This design comes from an exercise in tuning for small area on the open sky130 flow, not from production work.
Where RTL was checked, it was by simulation tests only, not by an equivalence proof against the original.
No functional check of the RTL was part of run 1.
Power is estimated from default activity; no workload was simulated.

### flow/design.v
module umi_merge_addr_eq (
  input  logic [63:0] a,
  input  logic [63:0] q,
  input  logic [4:0]  cnt,
  output logic        eq
);
  logic [5:0]  lo;
  logic [63:5] cy;
  logic [7:0]  blk;    
  assign lo = {1'b0, q[4:0]} + {1'b0, cnt};
  always_comb begin
    blk[0] = lo[5];
    for (int k = 1; k < 8; k++)
      blk[k] = blk[k-1] & (&q[5+8*(k-1) +: 8]);
    for (int i = 5; i < 64; i++) begin
      if ((i - 5) % 8 == 0) cy[i] = blk[(i-5)/8];
      else                  cy[i] = cy[i-1] & q[i-1];
    end
  end
  assign eq = (a == {q[63:5] ^ cy, lo[4:0]});
endmodule
module umi_merge_rot (
  input  logic [63:0] d,
  input  logic [2:0]  b,
  output logic [63:0] r
);
  logic [63:0] r1, r2;
  assign r1 = b[0] ? {d[55:0],  d[63:56]} : d;
  assign r2 = b[1] ? {r1[47:0], r1[63:48]} : r1;
  assign r  = b[2] ? {r2[31:0], r2[63:32]} : r2;
endmodule
module umi_merge_dnext (
  input  logic [31:0]  wr,
  input  logic [31:0]  hold,
  input  logic [63:0]  rot,
  input  logic [255:0] q,
  output logic [255:0] d
);
  always_comb begin
    for (int j = 0; j < 32; j++)
      d[j*8 +: 8] = ({8{wr[j]}} & rot[(j%8)*8 +: 8]) | ({8{hold[j]}} & q[j*8 +: 8]);
  end
endmodule
module umi_merge_hold #(
  parameter int W = 1
) (
  input  logic         wr,
  input  logic         hold,
  input  logic [W-1:0] a,
  input  logic [W-1:0] q,
  output logic [W-1:0] d
);
  assign d = ({W{wr}} & a) | ({W{hold}} & q);
endmodule
module umi_packet_merge_multi #(
  parameter int CW      = 32,
  parameter int AW      = 64,
  parameter int IDW     = 64,
  parameter int ODW     = 256,
  parameter int TIMEOUT = 16
) (
  input  logic           clk,
  input  logic           reset,
  input  logic           flush,
  input  logic           umi_in_valid,
  input  logic [CW-1:0]  umi_in_cmd,
  input  logic [AW-1:0]  umi_in_dstaddr,
  input  logic [AW-1:0]  umi_in_srcaddr,
  input  logic [IDW-1:0] umi_in_data,
  output logic           umi_in_ready,
  output logic           umi_out_valid,
  output logic [CW-1:0]  umi_out_cmd,
  output logic [AW-1:0]  umi_out_dstaddr,
  output logic [AW-1:0]  umi_out_srcaddr,
  output logic [ODW-1:0] umi_out_data,
  input  logic           umi_out_ready,
  output logic           busy
);
  localparam int OB = ODW / 8;    
  logic           busy_q, full_q;
  logic [8:0]     hi_q;      
  logic           eom_q;     
  logic [5:0]     mid_q;     
  logic [6:0]     lo_q;      
  logic [4:0]     cm1_q;     
  logic [AW-1:0]  dst_q, src_q;
  logic [ODW-1:0] data_q;
  logic accum;
  assign accum = busy_q & ~full_q;
  logic [2:0] bm1;
  logic       in_eom, in_mergeable;
  always_comb begin
    case (umi_in_cmd[6:5])
      2'd0:    bm1 = umi_in_cmd[10:8];
      2'd1:    bm1 = {umi_in_cmd[9:8], 1'b1};
      2'd2:    bm1 = {umi_in_cmd[8], 2'b11};
      default: bm1 = 3'b111;
    endcase
  end
  assign in_eom       = umi_in_cmd[22];
  assign in_mergeable = ~umi_in_cmd[24] &
                        ((umi_in_cmd[4:0] == 5'h01) | (umi_in_cmd[4:0] == 5'h02) |
                         (umi_in_cmd[4:0] == 5'h03) | (umi_in_cmd[4:0] == 5'h04) |
                         (umi_in_cmd[4:0] == 5'h05) | (umi_in_cmd[4:0] == 5'h07));
  logic [4:0] cnt;
  logic [5:0] sum;
  logic       fields_eq, dst_eq, src_eq, fits, match;
  assign cnt  = cm1_q + 5'd1;
  assign sum  = {1'b0, cm1_q} + {3'b000, bm1} + 6'd1;    
  assign fits = ~sum[5];
  assign fields_eq = (umi_in_cmd[31:23] == hi_q) &
                     (umi_in_cmd[21:16] == mid_q) &
                     (umi_in_cmd[6:0]   == lo_q);
  umi_merge_addr_eq u_dst_eq (.a(umi_in_dstaddr), .q(dst_q), .cnt(cnt), .eq(dst_eq));
  umi_merge_addr_eq u_src_eq (.a(umi_in_srcaddr), .q(src_q), .cnt(cnt), .eq(src_eq));
  assign match = fields_eq & dst_eq & src_eq & fits;
  logic load, absorb, take;
  assign load   = umi_in_valid & (~busy_q | (full_q & umi_out_ready));
  assign absorb = umi_in_valid & accum & match & ~flush;
  assign take   = load | absorb;
  assign umi_in_ready = ~reset & (~busy_q | (full_q ? umi_out_ready : (match & ~flush)));
  logic [4:0]     off;
  logic [IDW-1:0] rot;
  logic [OB-1:0]  wr, hold;
  logic [ODW-1:0] data_d;
  assign off  = accum ? cnt : 5'd0;
  umi_merge_rot u_rot (.d(umi_in_data), .b(off[2:0]), .r(rot));
  logic [3:0] wend;
  logic [7:0] in_a, in_b;
  logic [3:0] lane_a, lane_b;
  assign wend = {1'b0, off[2:0]} + {1'b0, bm1};
  always_comb begin
    for (int r = 0; r < 8; r++) begin
      in_a[r] = (3'(r) >= off[2:0]) & (4'(r) <= wend);
      in_b[r] = (4'(r + 8) <= wend);
    end
    for (int q = 0; q < 4; q++) begin
      lane_a[q] = take & (off[4:3] == 2'(q));
      lane_b[q] = take & (off[4:3] == 2'(q - 1)) & (q != 0);
    end
    for (int j = 0; j < OB; j++) begin
      wr[j]   = (lane_a[j/8] & in_a[j%8]) | (lane_b[j/8] & in_b[j%8]);
      hold[j] = ~load & ~wr[j];
    end
  end
  umi_merge_dnext u_dnext (.wr(wr), .hold(hold), .rot(rot), .q(data_q), .d(data_d));
  always_ff @(posedge clk or posedge reset) begin
    if (reset) begin
      busy_q <= 1'b0;
      full_q <= 1'b0;
    end else if (load) begin
      busy_q <= 1'b1;
      full_q <= in_eom | ~in_mergeable;
    end else if (absorb) begin
      full_q <= in_eom | (sum[4:0] == 5'd31);
    end else if (accum) begin
      if (umi_in_valid | flush) full_q <= 1'b1;
    end else if (full_q & umi_out_ready) begin
      busy_q <= 1'b0;
      full_q <= 1'b0;
    end
  end
  logic [150:0] hdr_q, hdr_d;
  assign hdr_q = {hi_q, mid_q, lo_q, dst_q, src_q};
  umi_merge_hold #(.W(151)) u_hdr (
    .wr(load), .hold(~load),
    .a({umi_in_cmd[31:23], umi_in_cmd[21:16], umi_in_cmd[6:0], umi_in_dstaddr, umi_in_srcaddr}),
    .q(hdr_q), .d(hdr_d));
  always_ff @(posedge clk) begin
    {hi_q, mid_q, lo_q, dst_q, src_q} <= hdr_d;
    if (take) eom_q <= in_eom;
    if (load)        cm1_q <= {2'b00, bm1};
    else if (absorb) cm1_q <= sum[4:0];
    data_q <= data_d;
  end
  logic [4:0] len;
  assign len = cm1_q >> lo_q[6:5];
  assign umi_out_valid   = full_q;
  assign busy            = busy_q;
  assign umi_out_cmd     = {hi_q, eom_q, mid_q, 3'b000, len, 1'b0, lo_q};
  assign umi_out_dstaddr = dst_q;
  assign umi_out_srcaddr = src_q;
  assign umi_out_data    = data_q;
endmodule
### flow/flow/run.sh
#!/bin/bash
# Standard layout, with plain buf_1 cells as the port buffers and a clock
# tree of small clusters of clkbuf_4 built without dummy loads.
set -e
cp standard.sh standard_sh_copy.log
export BUFFER_PORTS_ARGS="-buffer_cell sky130_fd_sc_hd__buf_1"
export CTS_ARGS="-sink_clustering_enable -repair_clock_nets -dont_use_dummy_load -buf_list {sky130_fd_sc_hd__clkbuf_4} -sink_clustering_size 8 -sink_clustering_max_diameter 50"
bash standard.sh > standard.log 2>&1
### flow/standard.sh
#!/bin/bash
# synth_recipe.tcl (not shown) runs the flow's synth.tcl, then flattens the netlist and writes it again
# the make line also repeats each setting of config.mk as NAME=value (left out here)
make -C /OpenROAD-flow-scripts/flow DESIGN_CONFIG=/design/flow/config.mk WORK_HOME=/design/flow/orfs CLKGATE_MAP_FILE= SYNTH_SCRIPT=/design/flow/synth_recipe.tcl "${@:-finish}"
### flow/config.mk
export PLATFORM = sky130hd
export DESIGN_NAME = umi_packet_merge_multi
export DESIGN_NICKNAME = umi_packet_merge_multi
export VERILOG_FILES = /design/flow/design.v
export SDC_FILE = /design/flow/constraint.sdc
export NUM_CORES = 4
export LEC_CHECK = 0
export CAP_MARGIN = 20
export CORE_MARGIN = 2
export CORE_UTILIZATION = 65
export CTS_BUF_LIST = sky130_fd_sc_hd__clkbuf_4
export CTS_CLUSTER_DIAMETER = 50
export CTS_CLUSTER_SIZE = 8
export SLEW_MARGIN = 20
export SYNTH_HIERARCHICAL = 1
export SYNTH_MINIMUM_KEEP_SIZE = 0
### flow/constraint.sdc
create_clock -name core_clock -period 12.0 [get_ports {clk}]
set_input_delay 2.4000 -clock core_clock [delete_from_list [all_inputs] [get_ports {clk}]]
set_output_delay 2.4000 -clock core_clock [all_outputs]
set_load 0.01 [all_outputs]
==> summary.md, run 1 <==
| Metric | Value |
|---|---|
| DRC violation count after routing | 0 |
| Number of nets in the layout | ~2700 |
| Estimated wirelength of the detail-placed design | ~56000 um |
| Max Freq | approximately 99 MHz |
| Sequential share of power | 0.432 |
| Leakage dissipation | ~9 nW |
| Wirelength per Cell | 25.90 um |
| Number of synthesis warnings | 10 |
| Mapped Area | between 20000 and 25000 um^2 |
| Critical path data required time | about 9.6 ns |
| Count of port buffers added during placement | ~640 |
| Slew Viols, Final | 0 |
| Number of cells upsized or downsized after cts | 0 |
| Setup crit start | cm1_q[1] |
| Setup Crit Path Kind | register to primary output |
| Total CTS buffers | slightly below 60 |
| Chip height | approximately 180 um |
| Footprint of the multi-input gates | 11020 um^2 |
| Logic gate share of total power | 0.415 |
| TritonCTS clock tree | built |
| Post-layout minimum cycle time | between 10 and 15 ns |
| Via count normalized by instance count | about 6.5 |
| Switching part of the total power | 0.4097 |
| Total power per unit cell area | 195.5 nW/um^2 |
| Overflow left after global routing | 0 |
| Status | timing/DRC/antenna clean |
| Largest net degree at the start of global routing | 108 |
| Mean post-synth cell area | around 12 um^2 |
| Total wire length | a little over 70000 um |
| Maximum fanout along the worst path | 6 |
| Iteration count of the initial detailed-routing pass | 7 |
| Critical Path Source Type | register |
| Iter 0 DRT Violations | 1568 |
| Number of placed cells counting well taps | 2645 |
| Clock group share of total power | 0.153 |
| Number of global-route vias before repair | around 17000 |
| Vias after detailed routing | between 15000 and 20000 |
| CTS Hold Buffers Added | 0 |
| Global-route usage over all layers | 0.4075 |
| Deepest clock path buffer count | 3 |
| Die area | around 33000 um^2 |
| Worst hold stages | 1 |
| Final ANT Viol Nets | 0 |
| Type of the worst min-delay path | register to register |
| Post-CTS setup buffer count | 0 |
| Area inside the core boundary | around 31000 um^2 |
| Routability cong. | roughly 0.94 |
| Data arrival time of the critical path | around 7.7 ns |
| Post-Route Setup TNS | 0 ns |
| Worst r2r src | cm1_q[1] |
| Final setup vio count | 0 |
| Clock latency of the later-clocked register in the worst-skew pair | approximately 0.77 ns |
| Number of sinks on the clock net | a little over 400 |
| Total of max-cap violations | 0 |
| Filler instances | around 2500 |
| Starting utilization of the core area | 0.6555 |
| Headroom to the max-slew limit | 0.2946 |
| Total power | ~0.0045 W |
| Clock root buffer | clkbuf_4 |
| CTS clock-pin slew for the worst setup and hold paths | roughly 0.09 ns |
| Fraction of the cycle the final worst path needs | 0.8389 |
| Cell Rows | between 60 and 70 |
| Storage cell area | between 8000 and 9000 um^2 |
| Layout Cells excl Fill | 2718 |
| Crit end category | primary output |
| Internal cell power | ~0.0026 W |
| Startpoint of the worst hold path | data_q[134] |
| Number of standard cells after synthesis | 1742 |
| Unrepaired setup endpoints after global routing | no |
| Depth of the CTS H-tree | 2 |
| Maximum vdd drop | between 100 and 150 uV |
| Die X | 181.7 um |
| Fraction of final layout cells with drive strength greater than 1 | 0.08949 |
| Wire length of the first global-routing pass | ~100000 um |
| Number of failing hold endpoints at the final stage | 0 |
| Net switching component of the power | about 0.0018 W |
| Layout overhead on the synthesized area | 11.47% |
| Worst-case clock skew | 0.1176 ns |
| Initial antenna violation count | 11 |
| Count of pins on the block boundary | ~650 |
| Transition at the pin with the smallest max-transition slack | 1.050 ns |
| Path depth of the worst reg2reg path | 26 |
[path summary, 6_finish.rpt]
check	end	slack, ns
min in group asynchronous	full_q	1.47
max reg2reg	data_q[237]	3.90
min reg2reg	data_q[134]	0.48
min	data_q[134]	0.48
max in group asynchronous	busy_q	10.42
max	umi_in_ready	1.93
[cells in the final DEF, fill, tap and decap left out, types with 9 or more instances in the layout]
cell type  instances
a21oi_1           27
a22o_1           406
a22oi_1           17
a31oi_1            9
buf_1            637
clkbuf_4          58
dfxtp_1          408
diode_2           14
ha_1             123
inv_1             19
mux2_2            64
mux4_1            10
mux4_2            55
nand2_1           26
nand4_1           58
nor2_1            22
nor3_1            14
nor4_1            23
o21a_1            16
xnor2_1          138
xor2_1            38
[critical path: stages, from the launching register on]
cell	delay (ns)
edfxtp_1	0.51
ha_1	0.26
xnor2_1	0.43
inv_1	0.26
ha_1	0.39
a21oi_1	0.23
o21ai_1	0.19
and3_1	0.28
nor3b_1	0.18
ha_1	0.18
ha_1	0.18
ha_1	0.19
ha_1	0.18
ha_1	0.18
ha_1	0.17
ha_1	0.28
xnor2_1	0.16
nand4_1	0.11
nor4_1	0.47
nand4_1	0.23
nor4_2	0.17
nand3b_1	0.20
nor4_1	0.34
nand4_1	0.27
or3_1	0.40
a21oi_1	0.16
buf_1	0.33
[layout make-up]
cell class	count	share of cell area
Multi-Input combinational cell	1161	0.4815
Tap cell	402	0.02198
Clock buffer	58	0.01903
Timing Repair Buffer	646	0.1075
Antenna cell	14	0.001531
Inverter	23	0.004047
Sequential cell	414	0.3644
[per-layer routing]
metal	wire, um	track usage
met1	24860	0.4629
met2	33890	0.6962
met3	6878	0.1041
met4	4724	0.2377
met5	30	0
[registers in the layout (all words and copies together) (netlist names), 5 cells and up]
name / count
dst_q: 64
data_q: 256
src_q: 64
mid_q: 6
cm1_q: 5
hi_q: 9
lo_q: 7
[power by group through the flow]
stage	Sequential, W	Combinational (W)	Clock (W)
after floorplan	0.00202	0.00113	0
after global placement	0.00194	0.00179	0
after detailed placement	0.00195	0.00183	0
after CTS	0.00192	0.00183	0.000684
after global routing	0.00197	0.00196	0.000739
final	0.00193	0.00186	0.000684
[metrics by stage]
step | utilization | setup slack, ns | hold slack (ns) | cell area (um^2)
after detailed placement | 0.7154 | 2.779 | 0.4505 | 22400
after CTS | 0.7294 | 1.949 | 0.4764 | 22840
final | 0.7307 | 1.934 | 0.4759 | 22880
after global routing | 0.7300 | 1.560 | 0.4869 | 22860
after global placement | 0.7154 | 2.874 | 0.4516 | 22400
after floorplan | - | 4.223 | 0.5106 | 20540
==> run 2: changes to the inputs <==
--- a/flow/design.v
+++ b/flow/design.v
@@ -31,14 +31,14 @@
 endmodule
 module umi_merge_dnext (
   input  logic [31:0]  wr,
-  input  logic [31:0]  hold,
+  input  logic         hold,
   input  logic [63:0]  rot,
   input  logic [255:0] q,
   output logic [255:0] d
 );
   always_comb begin
     for (int j = 0; j < 32; j++)
-      d[j*8 +: 8] = ({8{wr[j]}} & rot[(j%8)*8 +: 8]) | ({8{hold[j]}} & q[j*8 +: 8]);
+      d[j*8 +: 8] = ({8{wr[j]}} & rot[(j%8)*8 +: 8]) | ({8{hold}} & q[j*8 +: 8]);
   end
 endmodule
 module umi_merge_hold #(
@@ -121,7 +121,7 @@
   assign umi_in_ready = ~reset & (~busy_q | (full_q ? umi_out_ready : (match & ~flush)));
   logic [4:0]     off;
   logic [IDW-1:0] rot;
-  logic [OB-1:0]  wr, hold;
+  logic [OB-1:0]  wr;
   logic [ODW-1:0] data_d;
   assign off  = accum ? cnt : 5'd0;
   umi_merge_rot u_rot (.d(umi_in_data), .b(off[2:0]), .r(rot));
@@ -138,12 +138,10 @@
       lane_a[q] = take & (off[4:3] == 2'(q));
       lane_b[q] = take & (off[4:3] == 2'(q - 1)) & (q != 0);
     end
-    for (int j = 0; j < OB; j++) begin
-      wr[j]   = (lane_a[j/8] & in_a[j%8]) | (lane_b[j/8] & in_b[j%8]);
-      hold[j] = ~load & ~wr[j];
-    end
+    for (int j = 0; j < OB; j++)
+      wr[j] = (lane_a[j/8] & in_a[j%8]) | (lane_b[j/8] & in_b[j%8]);
   end
-  umi_merge_dnext u_dnext (.wr(wr), .hold(hold), .rot(rot), .q(data_q), .d(data_d));
+  umi_merge_dnext u_dnext (.wr(wr), .hold(~load), .rot(rot), .q(data_q), .d(data_d));
   always_ff @(posedge clk or posedge reset) begin
     if (reset) begin
       busy_q <= 1'b0;
==> run 2 against run 1 <==
Against the previous run:
- the run now fails in 3_2_place_iop
- synthesized cell count is 4.2% lower
- synthesized area shrank 3.1%
==> summary.md, run 2 <==
| Metric | Value |
|---|---|
| Status | stopped before the end |
| Last stage reached | 3_2_place_iop |
| Stop err | [ERROR PPL-0024] Number of IO pins (648) exceeds maximum number of available positions (642). Increase the die perimeter from 715.54um to 881.28um. |
| Cell Rows | 64 (-1.5%) |
| Number of synthesis warnings | 10 (unchanged) |
| Mapped Area | 19880 um^2 (-3.1%) |
| Number of standard cells after synthesis | 1669 (-4.2%) |
| Starting utilization of the core area | 0.6551 (about the same) |
| Mean post-synth cell area | 11.91 um^2 (+1.1%) |
| Chip height | 178.9 um (-1.6%) |
| Die X | 178.9 um (-1.6%) |
==> run 3: changes to the inputs <==
--- a/flow/config.mk
+++ b/flow/config.mk
@@ -7,7 +7,7 @@
 export LEC_CHECK = 0
 export CAP_MARGIN = 20
 export CORE_MARGIN = 2
-export CORE_UTILIZATION = 65
+export CORE_UTILIZATION = 75
 export CTS_BUF_LIST = sky130_fd_sc_hd__clkbuf_4
 export CTS_CLUSTER_DIAMETER = 50
 export CTS_CLUSTER_SIZE = 8
==> run 3 against run 2 <==
Against the previous run:
- the flow again stops in 3_2_place_iop
- synthesized cell count stayed put
- synthesized area unchanged
==> summary.md, run 3 <==
| Metric | Value |
|---|---|
| Last stage reached | 3_2_place_iop |
| Chip height | 166.8 um (-6.8%) |
| Cell Rows | 59 (-7.8%) |
| Stop err | [ERROR PPL-0024] Number of IO pins (648) exceeds maximum number of available positions (596). Increase the die perimeter from 667.24um to 881.28um. |
| Starting utilization of the core area | 0.7629 (+0.1078) |
| Status | stopped before the end |
| Die X | 166.8 um (-6.8%) |
| Mapped Area | 19880 um^2 (unchanged) |
| Mean post-synth cell area | 11.91 um^2 (unchanged) |
| Number of standard cells after synthesis | 1669 (unchanged) |
| Number of synthesis warnings | 10 (unchanged) |
==> run 4: changes to the inputs <==
--- a/flow/config.mk
+++ b/flow/config.mk
@@ -6,11 +6,11 @@
 export NUM_CORES = 4
 export LEC_CHECK = 0
 export CAP_MARGIN = 20
-export CORE_MARGIN = 2
-export CORE_UTILIZATION = 75
+export CORE_AREA = 4 4 316 126
 export CTS_BUF_LIST = sky130_fd_sc_hd__clkbuf_4
 export CTS_CLUSTER_DIAMETER = 50
 export CTS_CLUSTER_SIZE = 8
+export DIE_AREA = 0 0 320 130
 export SLEW_MARGIN = 20
 export SYNTH_HIERARCHICAL = 1
 export SYNTH_MINIMUM_KEEP_SIZE = 0
==> run 4 against run 3 <==
Against the previous run:
- the run now finishes clean
- synthesized area unchanged
- synthesized cell count stayed put
==> summary.md, run 4 <==
| Metric | Value |
|---|---|
| Estimated wirelength of the detail-placed design | around 47000 um |
| Largest register by flop count | data_q |
| Capture instance of the worst register-to-register path | data_q[77] |
| Number of standard cells after synthesis | 1669 (unchanged) |
| Total wire length | just over 60000 um |
| Routability cong. | 0.8621 |
| Post-Route M1 WL | 26560 um |
| Worst reg-to-reg setup slack | around 3.3 ns |
| Stages on the worst setup path | 26 |
| CTS Hold Buffers Added | 0 |
| Overflow left after global routing | 0 |
| Iter 0 DRT Violations | 1253 |
| Startpoint of the worst hold path | data_q[106] |
| Mapped Area | 19880 um^2 (unchanged) |
| Number of sinks on the clock net | between 400 and 500 |
| Critical-path cell with the highest stage delay | xor2_1 |
| Iteration count of the initial detailed-routing pass | 5 |
| Critical Path Source Type | register |
| Layout overhead on the synthesized area | 13.64% |
| Total power per unit cell area | 250.3 nW/um^2 |
| Number of cells upsized or downsized after cts | 0 |
| Number of placed cells counting well taps | around 2700 |
| Number of synthesis warnings | 10 (unchanged) |
| Most common cell after layout, fill and taps aside | buf_1 |
| Layout Cells excl Fill | 2762 |
| Clock root buffer | clkbuf_4 |
| CTS clock-pin slew for the worst setup and hold paths | 0.09 ns |
| Filler instances | 3411 |
| Number of nets in the layout | between 2000 and 3000 |
| Number of global-route vias before repair | roughly 15000 |
| Leakage dissipation | ~9 nW |
| Initial antenna violation count | 8 |
| Maximum fanout along the worst path | 6 |
| Cell Rows | 44 (-25%) |
| Wire length of the first global-routing pass | roughly 90000 um |
| Total CTS buffers | 57 |
| Sink of the worst hold path | data_q[106] |
| Chip height | 130 um (-22%) |
| Fraction of the cycle the final worst path needs | 0.8251 |
| Count of port buffers added during placement | 637 |
| Type of the worst min-delay path | register to register |
| Family with the most delay on the worst path | simple AND/OR/NAND/NOR gates |
| Via count normalized by instance count | 5.837 |
| Vias after detailed routing | 16123 |
| Count of pins on the block boundary | approximately 650 |
| Wire length on met3 | around 4200 um |
| Global-route usage over all layers | 0.2798 |
| Post-layout minimum cycle time | just under 10 ns |
| Max Freq | between 100 and 150 MHz |
| Path depth of the worst reg2reg path | 26 |
| Transition at the pin with the smallest max-transition slack | 1.034 ns |
| Area inside the core boundary | about 37000 um^2 |
| Headroom to the max-slew limit | 0.3106 |
| Worst r2r src | cm1_q[1] |
| Clock latency of the later-clocked register in the worst-skew pair | 0.81 ns |
| Crit-path most repeated cell | ha_1 |
| Status | timing/DRC/antenna clean |
| Critical path data required time | around 9.6 ns |
| Count of buffer and inverter cells on the critical path | 1 |
| Uppermost metal layer occupied by signal nets | met5 |
| Routed wl met2 | 29750 um |
| Total of max-cap violations | 0 |
| Depth of the CTS H-tree | 2 |
| TritonCTS clock tree | built |
| Setup Crit Path Kind | register to primary output |
| Starting utilization of the core area | 0.5334 (-0.2295) |
| Final ANT Viol Nets | 0 |
| Post-CTS setup buffer count | 0 |
| Post-Route Setup TNS | 0 ns |
| Die area | 41600 um^2 |
| Maximum vdd drop | ~130 uV |
| Largest net degree at the start of global routing | 239 |
| Delay of the slowest cell on the worst path | 0.65 ns |
| Flip-flop count of the largest register after layout | between 200 and 300 |
| Die X | 320 um (+92%) |
| Wirelength per Cell | about 23 um |
| DRC violation count after routing | 0 |
| Fraction of final layout cells with drive strength greater than 1 | 0.09095 |
| Crit end category | primary output |
| Data arrival time of the critical path | between 7 and 8 ns |
| Unrepaired setup endpoints after global routing | no |
| Slew Viols, Final | 0 |
| Final setup vio count | 0 |
| Worst hold stages | 1 |
| Number of failing hold endpoints at the final stage | 0 |
| Worst-case clock skew | just under 0.09 ns |
| Mean post-synth cell area | 11.91 um^2 (unchanged) |
| Total power | around 0.0057 W |
| Commonest cells after routing, fill and taps aside | buf_1, dfxtp_1, a22o_1 |
| Deepest clock path buffer count | 3 |
run 4: worst max-delay path by stage:
stage	slack, ns	endpoint	from
floorplan	4.70	umi_in_ready	cm1_q[1]
global route	1.36	umi_in_ready	cm1_q[1]
global placement	2.95	umi_in_ready	cm1_q[1]
CTS	1.97	umi_in_ready	cm1_q[1]
finish	2.10	umi_in_ready	cm1_q[1]
detailed placement	2.89	umi_in_ready	cm1_q[0]
run 4: report_power, final:
part | internal [W] | switching (W) | total, W
logic | 0.00117 | 0.00155 | 0.00272
clock network | 0.000217 | 0.000472 | 0.000689
registers | 0.00182 | 0.000417 | 0.00224
run 4: area by class of cell:
cell class                      count  area, um^2  share of cell area
Antenna cell                       13       32.53            0.001440
Sequential cell                   414        8338              0.3691
Timing Repair Buffer              644        2480              0.1098
Tap cell                          506       633.1             0.02802
Clock buffer                       57       427.9             0.01894
Inverter                           22       86.33            0.003821
Multi-Input combinational cell   1106       10590              0.4689
run 4: metal layers:
| layer | vias up | global-route usage |
|---|---|---|
| li1 | 7608 | - |
| met1 | 7822 | 0.3743 |
| met2 | 570 | 0.4540 |
| met3 | 119 | 0.05950 |
| met4 | 4 | 0.1029 |
| met5 | - | 0 |
run 4: worst reg2reg max path, stage by stage (launching register included):
cell      delay (ns)
edfxtp_1        0.51
ha_1            0.26
xor2_1          0.65
ha_1            0.39
a21oi_1         0.23
o21ai_1         0.22
and3_1          0.28
and2_1          0.17
ha_1            0.18
ha_1            0.19
ha_1            0.20
ha_1            0.19
ha_1            0.18
ha_1            0.19
ha_1            0.29
xnor2_1         0.30
nand4_1         0.13
nor4_1          0.23
nand4_1         0.15
nor4_2          0.33
nand3b_1        0.14
nor4_1          0.36
nand4_1         0.29
o31ai_2         0.75
nand2_1         0.65
o22ai_1         0.93
a22o_1          0.28
run 4: metrics by stage:
stage          setup slack [ns]    util  hold WS, ns  instance area [um^2]
2_1_floorplan             4.704       -       0.5106                 19890
3_5_place_dp              2.890  0.5930       0.4505                 22100
4_1_cts                   1.971  0.6044       0.4775                 22530
6_report                  2.098  0.6062       0.4714                 22590
3_3_place_gp              2.951  0.5930       0.4502                 22100
5_1_grt                   1.358  0.6057       0.4896                 22570
==> run 5: changes to the inputs <==
--- a/flow/config.mk
+++ b/flow/config.mk
@@ -6,11 +6,11 @@
 export NUM_CORES = 4
 export LEC_CHECK = 0
 export CAP_MARGIN = 20
-export CORE_AREA = 4 4 316 126
+export CORE_AREA = 4 4 222 222
 export CTS_BUF_LIST = sky130_fd_sc_hd__clkbuf_4
 export CTS_CLUSTER_DIAMETER = 50
 export CTS_CLUSTER_SIZE = 8
-export DIE_AREA = 0 0 320 130
+export DIE_AREA = 0 0 226 226
 export SLEW_MARGIN = 20
 export SYNTH_HIERARCHICAL = 1
 export SYNTH_MINIMUM_KEEP_SIZE = 0
==> run 5 against run 4 <==
Against the previous run:
- largest power group unchanged
- sequential share of layout area is 0.36 points lower
- largest cell class unchanged
- maximum frequency is 1.7% lower
- critical path type unchanged
- register-to-register slack worse by 0.24 ns
==> summary.md, run 5 <==
| Metric | Value |
|---|---|
| Status | timing/DRC/antenna clean |
| Initial antenna violation count | 14 (+6) |
| Count of buffer and inverter cells on the critical path | 2 (+1) |
| Iter 0 DRT Violations | 1172 (-6.5%) |
| Chip height | 226 um (+74%) |
| Largest net degree at the start of global routing | 111 (-54%) |
| Number of failing hold endpoints at the final stage | 0 (unchanged) |
| Fraction of final layout cells with drive strength greater than 1 | 0.09707 (+0.006125) |
| Largest register by flop count | data_q |
| Mean post-synth cell area | 11.91 um^2 (unchanged) |
| Wire length of the first global-routing pass | 105000 um (+16%) |
| Delay of the slowest cell on the worst path | 0.58 ns (-0.07 ns) |
| Cell Rows | 79 (+80%) |
| Die area | 51080 um^2 (+23%) |
| Crit path setup slack, layout | 1.932 ns (-0.1665 ns) |
| Die X | 226 um (-29%) |
| Headroom to the max-slew limit | 0.2015 (-0.1091) |
| Global-route usage over all layers | 0.2710 (-0.008871) |
| Slew Viols, Final | 0 (unchanged) |
| Total of max-cap violations | 0 (unchanged) |
| Routability cong. | 0.9213 (+6.9%) |
| Crit end category | primary output |
| Total placed instance area | 22240 um^2 (+0.63%) |
| Crit-path most repeated cell | ha_1 |
| CTS Hold Buffers Added | 0 (unchanged) |
| Clock root buffer | clkbuf_4 |
| Most common cell after layout, fill and taps aside | buf_1 |
| Post-layout minimum cycle time | 10.07 ns (+0.1665 ns) |
| Wirelength per Cell | 25.38 um (+12%) |
| Number of nets in the layout | 2614 (+0.50%) |
| Post-CTS setup buffer count | 0 (unchanged) |
| Estimated wirelength of the detail-placed design | 56470 um (+20%) |
| Number of sinks on the clock net | 414 (unchanged) |
| Critical Path Source Type | register |
| Total CTS buffers | 67 (+18%) |
| Pre-CTS WS | 2.658 ns (-0.2317 ns) |
| Overflow left after global routing | 0 (unchanged) |
| Iteration count of the initial detailed-routing pass | 5 (unchanged) |
| DRC violation count after routing | 0 (unchanged) |
| Max Freq | 99.32 MHz (-1.7%) |
| Commonest cells after routing, fill and taps aside | buf_1, dfxtp_1, a22o_1 |
| Flip-flop count of the largest register after layout | 256 (unchanged) |
| Setup Crit Path Kind | register to primary output |
| Final setup vio count | 0 (unchanged) |
| Deepest clock path buffer count | 3 (unchanged) |
| Post-Route Setup TNS | 0 ns (unchanged) |
| Number of cells upsized or downsized after cts | 0 (unchanged) |
| Maximum fanout along the worst path | 12 (+6) |
| Via count normalized by instance count | 5.846 (+0.15%) |
| Type of the worst min-delay path | register to register |
| Critical-path cell with the highest stage delay | xor2_2 |
| Data arrival time of the critical path | 7.67 ns (+0.17 ns) |
| Final ANT Viol Nets | 0 (unchanged) |
| Fraction of the cycle the final worst path needs | 0.8390 (+0.01387) |
| CTS clock-pin slew for the worst setup and hold paths | 0.07 ns (-0.02 ns) |
| Area inside the core boundary | 46750 um^2 (+25%) |
| Number of synthesis warnings | 10 (unchanged) |
| Critical path data required time | 9.60 ns (about the same) |
| Count of port buffers added during placement | 637 (unchanged) |
| Transition at the pin with the smallest max-transition slack | 1.198 ns (+0.1636 ns) |
| Total wire length | 72990 um (+17%) |
| Worst-case clock skew | 0.1164 ns (+0.02772 ns) |
| Fin area | 22810 um^2 (+0.99%) |
| Number of global-route vias before repair | 16380 (+10%) |
| TritonCTS clock tree | built |
| Clock latency of the later-clocked register in the worst-skew pair | 0.83 ns (+0.02 ns) |
| Filler instances | 4484 (+31%) |
| Unrepaired setup endpoints after global routing | no |
| Layout overhead on the synthesized area | 14.76% |
| Depth of the CTS H-tree | 3 (+1) |
| Mapped Area | 19880 um^2 (unchanged) |
| Leakage dissipation | 8.915 nW (+0.67%) |
| Maximum vdd drop | 127.5 uV (+1.1%) |
| Starting utilization of the core area | 0.4252 (-0.1082) |
| Family with the most delay on the worst path | simple AND/OR/NAND/NOR gates |
| Count of pins on the block boundary | 648 (unchanged) |
| Total power per unit cell area | 253.9 nW/um^2 (+1.5%) |
| Number of standard cells after synthesis | 1669 (unchanged) |
| Vias after detailed routing | 16813 (+4.3%) |
-- run 5: cell count changes in the layout (fill, tap and decap cells not counted) --
| cell | previous run | this run |
|---|---|---|
| buf_12 | 1 | 0 |
| buf_4 | 4 | 7 |
| clkbuf_4 | 57 | 68 |
| o21ai_1 | 4 | 3 |
| o21ai_2 | 0 | 1 |
| xor2_1 | 37 | 36 |
| xor2_2 | 0 | 1 |
-- run 5: layer usage --
metal,vias up,global-route usage,part of all wire
li1,7667,-,-
met1,8307,0.3208,0.39
met5,-,0,0.00056
met4,6,0.09623,0.034
met3,126,0.08371,0.085
met2,707,0.4655,0.49
-- run 5: report_power, final --
part | switching (W) | leakage, nW | internal, W
Sequential | 0.000434 | 3.42 | 0.00182
Combinational | 0.00162 | 5.19 | 0.00117
Clock | 0.000483 | 0.308 | 0.000257
Total | 0.00254 | 8.91 | 0.00325
-- run 5: worst paths after layout --
| path | depth (start not counted) | endpoint | slack (ns) | from |
|---|---|---|---|---|
| max | 26 | umi_in_ready | 1.93 | cm1_q[1] |
| min reg2reg | 1 | data_q[63] | 0.47 | data_q[63] |
| min in group asynchronous | 2 | full_q | 1.41 | reset |
| max in group asynchronous | 2 | busy_q | 10.45 | reset |
| min | 1 | data_q[63] | 0.47 | data_q[63] |
| max reg2reg | 26 | data_q[116] | 3.05 | cm1_q[1] |
-- run 5: area by class of cell --
| type | count | area (um^2) | area share |
|---|---|---|---|
| Inverter | 22 | 86.33 | 0.003784 |
| Sequential cell | 414 | 8338 | 0.3655 |
| Clock buffer | 67 | 503.0 | 0.02205 |
| Antenna cell | 13 | 32.53 | 0.001426 |
| Tap cell | 607 | 759.5 | 0.03329 |
| Timing Repair Buffer | 647 | 2490 | 0.1091 |
| Multi-Input combinational cell | 1106 | 10610 | 0.4648 |
-- run 5: through the flow --
stage                 util  hold WS [ns]  cells  total power, W
floorplan                -        0.5106   1672        0.004095
global placement    0.4756        0.4498   2794        0.005019
detailed placement  0.4757        0.4509   2794        0.005063
CTS                 0.4864        0.4714   2861        0.005820
global route        0.4878        0.4832   2872        0.006149
finish              0.4880        0.4700   2876        0.005793
==> run 6: changes to the inputs <==
==> flow/flow/run.sh (replaced) <==
#!/bin/bash
# Standard layout, with plain buf_1 cells as the port buffers and a clock
# tree of clusters of at most 7 sinks on clkbuf_4 built without dummy loads.
set -e
cp standard.sh standard_sh_copy.log
export BUFFER_PORTS_ARGS="-buffer_cell sky130_fd_sc_hd__buf_1"
export CTS_ARGS="-sink_clustering_enable -repair_clock_nets -dont_use_dummy_load -buf_list {sky130_fd_sc_hd__clkbuf_4} -sink_clustering_size 7 -sink_clustering_max_diameter 40"
bash standard.sh > standard.log 2>&1
--- a/flow/config.mk
+++ b/flow/config.mk
@@ -6,11 +6,11 @@
 export NUM_CORES = 4
 export LEC_CHECK = 0
 export CAP_MARGIN = 20
-export CORE_AREA = 4 4 222 222
+export CORE_AREA = 4 4 316 126
 export CTS_BUF_LIST = sky130_fd_sc_hd__clkbuf_4
-export CTS_CLUSTER_DIAMETER = 50
-export CTS_CLUSTER_SIZE = 8
-export DIE_AREA = 0 0 226 226
+export CTS_CLUSTER_DIAMETER = 40
+export CTS_CLUSTER_SIZE = 7
+export DIE_AREA = 0 0 320 130
 export SLEW_MARGIN = 20
 export SYNTH_HIERARCHICAL = 1
 export SYNTH_MINIMUM_KEEP_SIZE = 0
==> run 6 against run 5 <==
Against the previous run:
- still clean
- clock skew fell by 0.053 ns
- hold slack about the same
- wire length down 14%
- via count decreased by 3.3%
- critical path depth is 1 lower
- register-to-register slack better by 0.20 ns
- combinational power decreased by 3%
- clock power grew 0.7%
- largest power group unchanged
- highest routed layer unchanged
==> summary.md, run 6 <==
| Metric | Value |
|---|---|
| Status | timing/DRC/antenna clean |
| Setup crit start | cm1_q[0] |
| Number of sinks on the clock net | 414 (unchanged) |
| Number of nets in the layout | 2613 (-0.038%) |
| Pre-CTS WS | 2.890 ns (+0.2317 ns) |
| Routability cong. | 0.8621 (-6.4%) |
| Post-CTS setup buffer count | 0 (unchanged) |
| Flip-flop count of the largest register after layout | 256 (unchanged) |
| Clock root buffer | clkbuf_4 |
| Crit end category | primary output |
| Iteration count of the initial detailed-routing pass | 5 (unchanged) |
| Global-route usage over all layers | 0.2820 (+0.01100) |
| Fraction of the cycle the final worst path needs | 0.8272 (-0.01177) |
| Leakage dissipation | 8.911 nW (about the same) |
| Data arrival time of the critical path | 7.53 ns (-0.14 ns) |
| Maximum vdd drop | 125.6 uV (-1.5%) |
| Most common cell after layout, fill and taps aside | buf_1 |
| Cell Rows | 44 (-44%) |
| CTS Hold Buffers Added | 0 (unchanged) |
| Startpoint of the worst hold path | data_q[32] |
| Total CTS buffers | 69 (+3.0%) |
| Filler instances | 3408 (-24%) |
| Unrepaired setup endpoints after global routing | no |
| Count of port buffers added during placement | 637 (unchanged) |
| TritonCTS clock tree | built |
| Peak-usage layer in the global routing report | met2 |
| Chip height | 130 um (-42%) |
| Headroom to the max-slew limit | 0.2230 (+0.02154) |
| Number of standard cells after synthesis | 1669 (unchanged) |
| CTS clock-pin slew for the worst setup and hold paths | 0.09 ns (+0.02 ns) |
| Type of the worst min-delay path | register to register |
| Critical path data required time | 9.60 ns (about the same) |
| Worst-case clock skew | 0.06331 ns (-0.05311 ns) |
| Crit path setup slack, layout | 2.073 ns (+0.1412 ns) |
| Die area | 41600 um^2 (-19%) |
| Post-layout minimum cycle time | 9.927 ns (-0.1412 ns) |
| Final setup vio count | 0 (unchanged) |
| Critical Path Source Type | register |
| Area inside the core boundary | 37270 um^2 (-20%) |
| Mean post-synth cell area | 11.91 um^2 (unchanged) |
| Mapped Area | 19880 um^2 (unchanged) |
| Overflow left after global routing | 0 (unchanged) |
| Depth of the CTS H-tree | 3 (unchanged) |
| Setup Crit Path Kind | register to primary output |
| Final core utilization | 0.6086 (+0.1206) |
| Final ANT Viol Nets | 0 (unchanged) |
| Via count normalized by instance count | 5.860 (+0.25%) |
| Number of cells upsized or downsized after cts | 0 (unchanged) |
| Commonest cells after routing, fill and taps aside | buf_1, dfxtp_1, a22o_1 |
| Total power per unit cell area | 251.8 nW/um^2 (-0.81%) |
| Number of global-route vias before repair | 14898 (-9.0%) |
| Die X | 320 um (+42%) |
| Transition at the pin with the smallest max-transition slack | 1.165 ns (-0.03230 ns) |
| Largest net degree at the start of global routing | 239 (+120%) |
| Largest register by flop count | data_q |
| Wire length of the first global-routing pass | 90440 um (-14%) |
| Post-Route Setup TNS | 0 ns (unchanged) |
| Vias after detailed routing | 16257 (-3.3%) |
| Count of pins on the block boundary | 648 (unchanged) |
| Total of max-cap violations | 0 (unchanged) |
| Maximum fanout along the worst path | 6 (-6) |
| Wirelength per Cell | 22.53 um (-11%) |
| Deepest clock path buffer count | 3 (unchanged) |
| Starting utilization of the core area | 0.5334 (+0.1082) |
| Worst reg-to-reg setup slack | 3.25 ns (+0.20 ns) |
| Max Freq | 100.7 MHz (+1.4%) |
| Fraction of final layout cells with drive strength greater than 1 | 0.09579 (-0.001287) |
| Layout overhead on the synthesized area | 14.09% |
| Number of failing hold endpoints at the final stage | 0 (unchanged) |
| Slew Viols, Final | 0 (unchanged) |
| Met1 track demand over resource in global routing | 0.3767 (+0.05587) |
| Iter 0 DRT Violations | 1429 (+22%) |
| GRT met3 Usage | 0.06337 (-0.02034) |
| Total wire length | 62510 um (-14%) |
| Clock latency of the later-clocked register in the worst-skew pair | 0.79 ns (-0.04 ns) |
| Worst r2r src | cm1_q[0] |
| Initial antenna violation count | 7 (-7) |
| DRC violation count after routing | 0 (unchanged) |
| Estimated wirelength of the detail-placed design | 46980 um (-17%) |
| Met2 usage in global routing | 0.4559 (-0.009671) |
| Number of synthesis warnings | 10 (unchanged) |
## run 6: layer usage
| layer | vias up | share of wire |
|---|---|---|
| met5 | - | 0.00021 |
| met3 | 113 | 0.067 |
| met4 | 2 | 0.028 |
| li1 | 7648 | - |
| met1 | 7924 | 0.43 |
| met2 | 570 | 0.48 |
## run 6: area by class of cell
type | instances | area [um^2] | area share
antenna | 13 | 32.53 | 0.001434
multi-input combinational | 1106 | 10590 | 0.4671
clock buffer | 69 | 518.0 | 0.02284
timing repair buffer | 644 | 2480 | 0.1093
inverter | 22 | 86.33 | 0.003806
tap | 506 | 633.1 | 0.02791
sequential | 414 | 8338 | 0.3676
## run 6: stage by stage
stage | hold slack [ns] | instances | area [um^2] | total power, W
global route | 0.4855 | 2767 | 22660 | 0.006072
finish | 0.4699 | 2774 | 22680 | 0.005712
CTS | 0.4748 | 2760 | 22620 | 0.005717
detailed placement | 0.4505 | 2691 | 22100 | 0.004959
floorplan | 0.5106 | 1672 | 19890 | 0.004095
global placement | 0.4502 | 2691 | 22100 | 0.004945
## run 6: critical path, stage by stage (launching register included)
cell and delay (ns):
edfxtp_1 0.51, ha_1 0.27, xor2_1 0.67, ha_1 0.39
a21oi_1 0.23, o21ai_1 0.23, and3_1 0.29, and2_1 0.17
ha_1 0.18, ha_1 0.19, ha_1 0.18, ha_1 0.18
ha_1 0.20, ha_1 0.30, xnor2_1 0.17, nand4_1 0.22
nor4_1 0.50, nand4_1 0.20, nor4_2 0.26, nand3b_1 0.13
nor4_1 0.36, nand4_1 0.29, nor3_1 0.29, nor2_1 0.06
nor2_1 0.08, buf_1 0.21
## run 6: final timing paths
kind	cells after the start	endpoint
worst max-delay path	25	umi_in_ready
worst max register to register	25	data_q[107]
max in group asynchronous	2	busy_q
worst min-delay path	1	data_q[32]
worst min register to register	1	data_q[32]
min in group asynchronous	2	full_q
## run 6: where the power goes
group	switching (W)	internal [W]
logic	0.00155	0.00117
registers	0.000419	0.00182
clock network	0.000480	0.000265
==> run 7: changes to the inputs <==
==> flow/flow/run.sh (replaced) <==
#!/bin/bash
# Standard layout with three changes:
#  - synthesis maps logic with an area-oriented ABC script (flow/abc_area_map.script,
#    the ORFS speed script with delay relaxed and without ABC's buffering/upsizing);
#    the rest of the synthesis, and so every register, is the standard one;
#  - plain buf_1 cells as the port buffers;
#  - a clock tree of small clusters of clkbuf_4 built without dummy loads.
set -e
cp standard.sh standard_sh_copy.log
export BUFFER_PORTS_ARGS="-buffer_cell sky130_fd_sc_hd__buf_1"
export CTS_ARGS="-sink_clustering_enable -repair_clock_nets -dont_use_dummy_load -buf_list {sky130_fd_sc_hd__clkbuf_4} -sink_clustering_size 8 -sink_clustering_max_diameter 50"
rm -rf synth_scripts
cp -r "$FLOW_HOME/scripts" synth_scripts
cp flow/abc_area_map.script synth_scripts/abc_speed.script
bash standard.sh SCRIPTS_DIR="$PWD/synth_scripts" synth > synth.log 2>&1
bash standard.sh > standard.log 2>&1
==> flow/flow/abc_area_map.script (new file) <==
&get -n
&st
&dch
&nf -R 1000 -p
&st
&syn2
&if -g -K 6
&synch2
&nf -R 1000 -p
&st
&syn2
&if -g -K 6
&synch2
&nf -R 1000 -p
&st
&syn2
&if -g -K 6
&synch2
&nf -R 1000 -p
&st
&syn2
&if -g -K 6
&synch2
&nf -R 1000 -p
&st
&syn2
&if -g -K 6
&synch2
&nf -R 1000 -p
&put
topo
stime -c
dnsize -c
--- a/flow/config.mk
+++ b/flow/config.mk
@@ -6,11 +6,11 @@
 export NUM_CORES = 4
 export LEC_CHECK = 0
 export CAP_MARGIN = 20
-export CORE_AREA = 4 4 316 126
+export CORE_AREA = 4 4 222 222
 export CTS_BUF_LIST = sky130_fd_sc_hd__clkbuf_4
-export CTS_CLUSTER_DIAMETER = 40
-export CTS_CLUSTER_SIZE = 7
-export DIE_AREA = 0 0 320 130
+export CTS_CLUSTER_DIAMETER = 50
+export CTS_CLUSTER_SIZE = 8
+export DIE_AREA = 0 0 226 226
 export SLEW_MARGIN = 20
 export SYNTH_HIERARCHICAL = 1
 export SYNTH_MINIMUM_KEEP_SIZE = 0
==> run 7 against run 6 <==
Against the previous run:
- maximum frequency fell by 6.4%
- sequential share of layout area is 0.56 points higher
- still clean on timing, DRC and antenna
- sequential cell count did not move
- die area up 23%
- total power rose by 1.3%
- final cell count increased by 9.0%
- clock skew increased by 0.0041 ns
- utilization decreased by 13 points
==> summary.md, run 7 <==
| Metric | Value |
|---|---|
| Number of standard cells after synthesis | 1684 (+0.90%) |
| CTS Hold Buffers Added | 0 (unchanged) |
| Storage cell area | 8338 um^2 (unchanged) |
| DRC violation count after routing | 0 (unchanged) |
| Number of synthesis warnings | 10 (unchanged) |
| Total wire length | 74950 um (+20%) |
| Global-route usage over all layers | 0.2768 (-0.005133) |
| Commonest cells after routing, fill and taps aside | buf_1, dfxtp_1, a22o_1 |
| Wire length of the first global-routing pass | 108300 um (+20%) |
| Mapped Area | 18520 um^2 (-6.8%) |
| Fraction of final layout cells with drive strength greater than 1 | 0.03748 (-0.05830) |
| Worst-case clock skew | 0.06741 ns (+0.004100 ns) |
| Worst hold-check slack | 0.4708 ns (+0.0009760 ns) |
| Total of max-cap violations | 0 (unchanged) |
| Via count normalized by instance count | 5.806 (-0.93%) |
| Leakage dissipation | 8.879 nW (-0.36%) |
| Clock latency of the later-clocked register in the worst-skew pair | 0.81 ns (+0.02 ns) |
| Number of failing hold endpoints at the final stage | 0 (unchanged) |
| Die X | 226 um (-29%) |
| Post-layout minimum cycle time | 10.60 ns (+0.6777 ns) |
| Flip-flop count of the largest register after layout | 256 (unchanged) |
| Total placed instance area | 21790 um^2 (-1.4%) |
| Crit end category | primary output |
| Setup Crit Path Kind | register to primary output |
| Pre-CTS WS | 2.044 ns (-0.8455 ns) |
| Clock root buffer | clkbuf_4 |
| Path depth of the worst reg2reg path | 29 (+16%) |
| Filler instances | 4596 (+35%) |
| Count of pins on the block boundary | 648 (unchanged) |
| Footprint of the multi-input gates | 10100 um^2 (-4.6%) |
| Most common cell after layout, fill and taps aside | buf_1 |
| Number of sinks on the clock net | 414 (unchanged) |
| Count of port buffers added during placement | 637 (unchanged) |
| Wirelength per Cell | 24.78 um (+10%) |
| Critical path data required time | 9.60 ns (about the same) |
| Number of cells upsized or downsized after cts | 0 (unchanged) |
| Headroom to the max-slew limit | 0.1680 (-0.05507) |
| TritonCTS clock tree | built |
| Crit path setup slack, layout | 1.395 ns (-0.6777 ns) |
| Post-CTS setup buffer count | 0 (unchanged) |
| Critical Path Source Type | register |
| Overflow left after global routing | 0 (unchanged) |
| Largest net degree at the start of global routing | 124 (-48%) |
| Fraction of the cycle the final worst path needs | 0.8837 (+0.05648) |
| Depth of the CTS H-tree | 3 (unchanged) |
| Chip height | 226 um (+74%) |
| Initial antenna violation count | 16 (+9) |
| CTS clock-pin slew for the worst setup and hold paths | 0.05 ns (-0.04 ns) |
| Largest register by flop count | data_q |
| Fin area | 22340 um^2 (-1.5%) |
| Die area | 51080 um^2 (+23%) |
| Total CTS buffers | 66 (-4.3%) |
| Crit-path most repeated cell | ha_1 |
| Type of the worst min-delay path | register to register |
| Mean post-synth cell area | 11.00 um^2 (-7.7%) |
| Iter 0 DRT Violations | 1422 (-0.49%) |
| Area inside the core boundary | 46750 um^2 (+25%) |
| Deepest clock path buffer count | 3 (unchanged) |
| Cell Rows | 79 (+80%) |
| Number of global-route vias before repair | 17156 (+15%) |
| Worst hold stages | 1 (unchanged) |
| Max Freq | 94.30 MHz (-6.4%) |
| Status | timing/DRC/antenna clean |
| Maximum vdd drop | 112.4 uV (-11%) |
| Transition at the pin with the smallest max-transition slack | 1.248 ns (+0.08261 ns) |
| Starting utilization of the core area | 0.3961 (-0.1373) |
| Vias after detailed routing | 17563 (+8.0%) |
| Data arrival time of the critical path | 8.20 ns (+0.67 ns) |
| Final core utilization | 0.4778 (-0.1308) |
| Number of nets in the layout | 2759 (+5.6%) |
| Total power per unit cell area | 259.0 nW/um^2 (+2.8%) |
| Critical-path cell with the highest stage delay | edfxtp_1 |
| Post-Route Setup TNS | 0 ns (unchanged) |
| Unrepaired setup endpoints after global routing | no |
| Estimated wirelength of the detail-placed design | 58030 um (+24%) |
| Routability cong. | 0.9672 (+12%) |
| Layout overhead on the synthesized area | 20.63% |
| Iteration count of the initial detailed-routing pass | 5 (unchanged) |
| Final ANT Viol Nets | 0 (unchanged) |
| Delay of the slowest cell on the worst path | 0.49 ns (-0.18 ns) |
| Final setup vio count | 0 (unchanged) |
| Maximum fanout along the worst path | 6 (unchanged) |
| Slew Viols, Final | 0 (unchanged) |
[run 7: final timing paths]
| path | endpoint | slack (ns) | start |
|---|---|---|---|
| min in group asynchronous | full_q | 1.44 | reset |
| max in group asynchronous | busy_q | 10.46 | reset |
| hold reg to reg | data_q[135] | 0.47 | data_q[135] |
| setup / recovery | umi_in_ready | 1.40 | cm1_q[0] |
| setup reg to reg | data_q[87] | 2.54 | cm1_q[0] |
| hold / removal | data_q[135] | 0.47 | data_q[135] |
[run 7: metal layers]
layer / global-route usage / routed length [um] / up-vias
li1: - / - / 8129
met1: 0.3223 / 29510 / 8580
met2: 0.4755 / 36250 / 709
met3: 0.09762 / 6646 / 137
met4: 0.09247 / 2483 / 8
met5: 0 / 53 / -
[run 7: metrics by stage]
stage                     total power [W]  instances
after floorplan                  0.003963       1687
after global placement           0.005012       2941
after detailed placement         0.005062       2942
after CTS                        0.005808       3008
after global routing             0.006168       3018
final                            0.005786       3025
[run 7: area by class of cell]
| type | instances | area share |
|---|---|---|
| multi-input cells | 1246 | 0.4523 |
| flip-flops and latches | 414 | 0.3733 |
| repair buffers | 653 | 0.1126 |
| diodes | 17 | 0.001904 |
| inverters | 22 | 0.003809 |
| well taps | 607 | 0.03400 |
| clock buffers | 66 | 0.02218 |
[run 7: report_power, final]
part | switching [W] | leakage (nW) | internal, W
combinational | 0.00175 | 5.16 | 0.00104
sequential | 0.000429 | 3.42 | 0.00183
clock | 0.000478 | 0.304 | 0.000253
[run 7: critical path: cells and delay by family, from the launching register on]
| kind | cells | cell delay, ns |
|---|---|---|
| and+or+nand+nor | 13 | 3.19 |
| adders and majority gates | 9 | 2.11 |
| xor gates and xnor gates | 2 | 0.59 |
| buffers and inverters | 2 | 0.56 |
| AOI/OAI and AO/OA | 2 | 0.50 |
| DFF | 1 | 0.49 |

==> static timing again, ports no longer ideal <==
The results above use ideal ports. As a check the final layouts listed here were re-extracted and re-timed, cells and wires unchanged. Step 1 sets driving cells, clkbuf_16 on the clock port and buf_2 on the other inputs (assumed; they add their load-dependent delay and slew). Step 2, shift: input delay + t, output delay - t, t = (earliest + latest rising clock arrival at the registers) / 2. This alone moves slack from input paths to output paths. a / b / c = no drivers / after step 1 / after step 2; a / b = the first two.
| run | t (ns) | setup slack, ns | worst setup path after step 2 | clock arrival spread, ns |
|---|---|---|---|---|
| run 1 | 0.760 | 1.934 / 1.883 / 2.644 | register to output | 0.118 / 0.117 |
| run 4 | 0.818 | 2.098 / 2.044 / 2.862 | register to output | 0.089 / 0.088 |
| run 5 | 0.822 | 1.932 / 1.880 / 2.702 | register to output | 0.117 / 0.116 |
| run 6 | 0.808 | 2.073 / 2.019 / 2.828 | register to output | 0.063 / 0.063 |
| run 7 | 0.828 | 1.395 / 1.342 / 2.170 | register to output | 0.068 / 0.068 |
After both steps every run listed still meets setup and hold.
